Background: an optimization exercise with open tools, aiming at small area and a short achievable clock period. Do not read the settings as production practice. In this exercise RTL edits were held to simulation tests only and were not proved equivalent to the original. No activity file was given, so power comes from the tool's default toggle rates.

== job 101 ==
// mac_top
module mac_top #(
   parameter int A_WIDTH = 18,    
   parameter int B_WIDTH = 18,    
   parameter int P_WIDTH = 48     
) (
   input  logic                      clk,
   input  logic                      rst_n,
   input  logic signed [A_WIDTH-1:0] data_a,
   input  logic signed [B_WIDTH-1:0] data_b,
   input  mac_pkg::mac_op_e          op,
   input  logic                      activate_mac,   
   output logic signed [P_WIDTH-1:0] data_p,
   output logic                      p_valid
);
clock: 10.0 ns
lec_check: 0
abc_area: 1
abc_clock_period_in_ps: 2800
cap_margin: 20
core_margin: 2
core_utilization: 40
slew_margin: 20
standard.sh (not shown) runs the stock make flow with config.mk's settings and CLKGATE_MAP_FILE= SYNTH_SCRIPT=/design/flow/synth_recipe.tcl, a recipe that flattens the netlist after the stock synthesis.
==> flow/flow/run.sh <==
#!/bin/bash
# The standard layout with three changes:
#  - Yosys's coarse 'synth' calls run with -noabc, so that extract_fa sees the
#    full and half adders as the RTL writes them (the later ABC mapping pass is
#    unchanged);
#  - the port buffers are buf_2 cells (buffer_ports -buffer_cell);
#  - timing repair aims at a setup margin of 6.5 ns.
# The SDC (clock period, I/O delays, loads) is the standard flow's, unchanged. Each make
# step's log stays under orfs/logs; make's own output goes to flow_make.log.
set -euo pipefail
grep -q '^proc synth {args} { yosys synth -nofsm -noshare {\*}$args }' synth_recipe.tcl
sed 's/yosys synth -nofsm -noshare /yosys synth -nofsm -noshare -noabc /' synth_recipe.tcl > synth_noabc.tcl
bash standard.sh SYNTH_SCRIPT=$PWD/synth_noabc.tcl SETUP_SLACK_MARGIN=6.5 \
  "BUFFER_PORTS_ARGS=-buffer_cell sky130_fd_sc_hd__buf_2" finish > flow_make.log 2>&1
For job 102, these inputs were changed with respect to job 101:
--- a/flow/flow/run.sh
+++ b/flow/flow/run.sh
@@ -6 +6,3 @@
-#  - the port buffers are buf_2 cells (buffer_ports -buffer_cell);
+#  - the port buffers are buf_1 cells (buffer_ports -buffer_cell);
+#  - clock tree synthesis uses clkbuf_8 cells, sink clusters of up to 40 and
+#    no dummy loads;
@@ -14 +16,3 @@
-  "BUFFER_PORTS_ARGS=-buffer_cell sky130_fd_sc_hd__buf_2" finish > flow_make.log 2>&1
+  "BUFFER_PORTS_ARGS=-buffer_cell sky130_fd_sc_hd__buf_1" \
+  "CTS_ARGS=-sink_clustering_enable -repair_clock_nets -buf_list sky130_fd_sc_hd__clkbuf_8 -sink_clustering_size 40 -dont_use_dummy_load" \
+  finish > flow_make.log 2>&1
--- a/flow/config.mk
+++ b/flow/config.mk
@@ -8,2 +7,0 @@
-export ABC_AREA = 1
-export ABC_CLOCK_PERIOD_IN_PS = 2800
--- outcome ---
- A most common library cell in the layout ignoring fill and taps of xnor2_1 is what job 102 shows, while xor2_1 belongs to job 101.
- Between job 101 and job 102, switching power decreased.
- Going from job 101 to job 102, utilization shrinks by 1.8 points.
- Comparing job 102 and job 101, the higher final standard cell area without fillers was measured on job 101.
- The required time of the critical path of job 101 and that of job 102 are within noise of each other.
- Relative to job 101, job 102 improves minimum period implied by the final worst setup slack.
- Across both runs, total power draw was lower for job 102 than for job 101.
- Compared with job 101, in job 102 area of the core now sits lower, total detailed-routing wirelength dropped 1.4%, share of the final layout cell area in sequential cells moved up, vias per cell has increased.
- Compared to job 101, job 102 has final hold slack 0.0076 ns lower.
The following lists how job 103 was set up differently from job 102:
--- a/flow/flow/run.sh
+++ b/flow/flow/run.sh
@@ -2 +2 @@
-# The standard layout with three changes:
+# The standard layout with these changes:
@@ -7,3 +7 @@
-#  - clock tree synthesis uses clkbuf_8 cells, sink clusters of up to 40 and
-#    no dummy loads;
-#  - timing repair aims at a setup margin of 6.5 ns.
+#  - timing repair aims at a setup margin of 6.75 ns.
@@ -15,4 +13,2 @@
-bash standard.sh SYNTH_SCRIPT=$PWD/synth_noabc.tcl SETUP_SLACK_MARGIN=6.5 \
-  "BUFFER_PORTS_ARGS=-buffer_cell sky130_fd_sc_hd__buf_1" \
-  "CTS_ARGS=-sink_clustering_enable -repair_clock_nets -buf_list sky130_fd_sc_hd__clkbuf_8 -sink_clustering_size 40 -dont_use_dummy_load" \
-  finish > flow_make.log 2>&1
+bash standard.sh SYNTH_SCRIPT=$PWD/synth_noabc.tcl SETUP_SLACK_MARGIN=6.75 \
+  "BUFFER_PORTS_ARGS=-buffer_cell sky130_fd_sc_hd__buf_1" finish > flow_make.log 2>&1
--- a/flow/config.mk
+++ b/flow/config.mk
@@ -10,0 +11,2 @@
+export CTS_BUF_LIST = sky130_fd_sc_hd__clkbuf_8
+export CTS_CLUSTER_SIZE = 30
@@ -11,0 +14 @@
+export TNS_END_PERCENT = 5
Results
Job 103: all stages complete, timing, DRC and antenna checks passed. Post-route standard cell area excluding fillers for job 103 is higher than for job 102. On fraction of the core area covered by cells at the end of the flow: between job 103 and job 102, it ends up higher for job 103. When job 103 is set beside job 102, its minimum setup slack among reg-to-reg paths turns out to be 0.08 ns larger. Worst clock skew, job 103 and job 102: lower on job 103. Between job 103 and job 102, the wire length of the first global-routing pass is higher for job 103. Clock share of power was higher in job 103 than in job 102. Highest net fanout along the worst path is higher on job 102. Going from job 102 to job 103, final-layout clock-cell area share went up; routed wire length went up; number of standard cells in the layout, taps in and fillers out went up.

* * *

Setup of run A:
mac_top again, from the RTL that the note above started with.
==> flow/config.mk <==
export PLATFORM = sky130hd
export DESIGN_NAME = mac_top
export DESIGN_NICKNAME = mac_top
export VERILOG_FILES = /design/flow/design.v
export SDC_FILE = /design/flow/constraint.sdc
export NUM_CORES = 4
export LEC_CHECK = 0
export CAP_MARGIN = 20
export CORE_MARGIN = 2
export CORE_UTILIZATION = 40
export SLEW_MARGIN = 20
==> flow/constraint.sdc <==
create_clock -name core_clock -period 10.0 [get_ports {clk}]
set_input_delay 2.0000 -clock core_clock [delete_from_list [all_inputs] [get_ports {clk}]]
set_output_delay 2.0000 -clock core_clock [all_outputs]
set_load 0.01 [all_outputs]
==> flow/flow/run.sh <==
#!/bin/bash
# The standard layout with three changes:
#  - Yosys's coarse 'synth' calls run with -noabc, so that extract_fa sees the
#    full and half adders as the RTL writes them (the later ABC mapping pass is
#    unchanged);
#  - the port buffers are buf_2 cells (buffer_ports -buffer_cell);
#  - timing repair aims at a setup margin of 6.8 ns.
# The SDC (clock period, I/O delays, loads) is the standard flow's, unchanged. Each make
# step's log stays under orfs/logs; make's own output goes to flow_make.log.
set -euo pipefail
grep -q '^proc synth {args} { yosys synth -nofsm -noshare {\*}$args }' synth_recipe.tcl
sed 's/yosys synth -nofsm -noshare /yosys synth -nofsm -noshare -noabc /' synth_recipe.tcl > synth_noabc.tcl
bash standard.sh SYNTH_SCRIPT=$PWD/synth_noabc.tcl SETUP_SLACK_MARGIN=6.8 \
  "BUFFER_PORTS_ARGS=-buffer_cell sky130_fd_sc_hd__buf_2" finish > flow_make.log 2>&1
Run A: done, clean on timing, DRC and antenna
## Diff of input files: run B against run A
==> flow/flow/run.sh <==
#!/bin/bash
# The standard layout with three changes:
#  - Yosys's coarse 'synth' calls run with -noabc, so that extract_fa sees the
#    full and half adders as the RTL writes them (the later ABC mapping pass is
#    unchanged);
#  - the port buffers are buf_1 cells (buffer_ports -buffer_cell);
#  - timing repair aims at a setup margin of 6.5 ns.
# The SDC (clock period, I/O delays, loads) is the standard flow's, unchanged. Each make
# step's log stays under orfs/logs; make's own output goes to flow_make.log.
set -euo pipefail
grep -q '^proc synth {args} { yosys synth -nofsm -noshare {\*}$args }' synth_recipe.tcl
sed 's/yosys synth -nofsm -noshare /yosys synth -nofsm -noshare -noabc /' synth_recipe.tcl > synth_noabc.tcl
bash standard.sh SYNTH_SCRIPT=$PWD/synth_noabc.tcl SETUP_SLACK_MARGIN=6.5 \
  "BUFFER_PORTS_ARGS=-buffer_cell sky130_fd_sc_hd__buf_1" finish > flow_make.log 2>&1
--- a/flow/config.mk
+++ b/flow/config.mk
@@ -9,3 +9,5 @@
 export CORE_MARGIN = 2
 export CORE_UTILIZATION = 40
+export CTS_BUF_LIST = sky130_fd_sc_hd__clkbuf_8
+export CTS_CLUSTER_SIZE = 30
 export SLEW_MARGIN = 20
Results
- Run B: flow completed, timing, DRC and antenna clean
- From run A to run B the numbers moved as follows: number of placed cells counting well taps has remained practically unchanged, final worst setup slack has decreased.
- Taking run A as the reference, in run B first-pass GRT wire length dropped 6.7 mm; highest clock rate saw a decrease; largest stage delay on the critical path up 100 ps.
[inputs] run C vs run B
--- a/flow/flow/run.sh
+++ b/flow/flow/run.sh
@@ -4,5 +4,5 @@
 #    full and half adders as the RTL writes them (the later ABC mapping pass is
 #    unchanged);
-#  - the port buffers are buf_1 cells (buffer_ports -buffer_cell);
+#  - the port buffers are buf_2 cells (buffer_ports -buffer_cell);
 #  - timing repair aims at a setup margin of 6.5 ns.
 # The SDC (clock period, I/O delays, loads) is the standard flow's, unchanged. Each make
@@ -12,3 +12,3 @@
 sed 's/yosys synth -nofsm -noshare /yosys synth -nofsm -noshare -noabc /' synth_recipe.tcl > synth_noabc.tcl
 bash standard.sh SYNTH_SCRIPT=$PWD/synth_noabc.tcl SETUP_SLACK_MARGIN=6.5 \
-  "BUFFER_PORTS_ARGS=-buffer_cell sky130_fd_sc_hd__buf_1" finish > flow_make.log 2>&1
+  "BUFFER_PORTS_ARGS=-buffer_cell sky130_fd_sc_hd__buf_2" finish > flow_make.log 2>&1
--- a/flow/config.mk
+++ b/flow/config.mk
@@ -9,5 +9,3 @@
 export CORE_MARGIN = 2
 export CORE_UTILIZATION = 40
-export CTS_BUF_LIST = sky130_fd_sc_hd__clkbuf_8
-export CTS_CLUSTER_SIZE = 30
 export SLEW_MARGIN = 20
### Flow results
Run C vs run B: total of cells resized after clock tree synthesis up in run C
Changes observed in run C relative to run B: multi-input combinational area share saw a decrease; clock skew saw a decrease; net switching share of the total power saw a decrease; total power per unit cell area saw an increase; maximum ir drop on the vdd rail saw an increase.

-- afterwards: timing with drivers on the ports --
The results above use ideal ports. As a check the final layouts listed here were re-extracted and re-timed, cells and wires unchanged. Step 1 sets driving cells, clkbuf_16 on the clock port and buf_2 on the other inputs (assumed; they add their load-dependent delay and slew). Step 2 moves the port delays by t, midway between the first and last clock arrival at a register: inputs arrive t later, outputs are due t later. That takes back most of the time a late clock gives input paths. Slacks: ideal ports / drivers / drivers and shift; pairs: ideal ports / drivers.
run | shift t [ns] | slack for setup (ns) | clock arrival spread, ns | worst register clock-pin slew, ns
job 101 | 0.504 | 6.565 / 6.565 / 6.565 | 0.011 / 0.011 | 0.08 / 0.08
job 102 | 0.505 | 6.588 / 6.588 / 6.588 | 0.032 / 0.032 | 0.10 / 0.10
job 103 | 0.534 | 6.672 / 6.672 / 6.637 | 0.017 / 0.017 | 0.10 / 0.10
run A | 0.480 | 6.716 / 6.716 / 6.641 | 0.018 / 0.018 | 0.07 / 0.07
run B | 0.516 | 6.591 / 6.591 / 6.591 | 0.020 / 0.021 | 0.11 / 0.11
run C | 0.485 | 6.602 / 6.602 / 6.602 | 0.014 / 0.014 | 0.07 / 0.07
After both steps every run listed still meets setup and hold. For run A, which loses most, drivers alone change the setup slack by 0.000 ns; drivers and shift together by -0.075 ns.
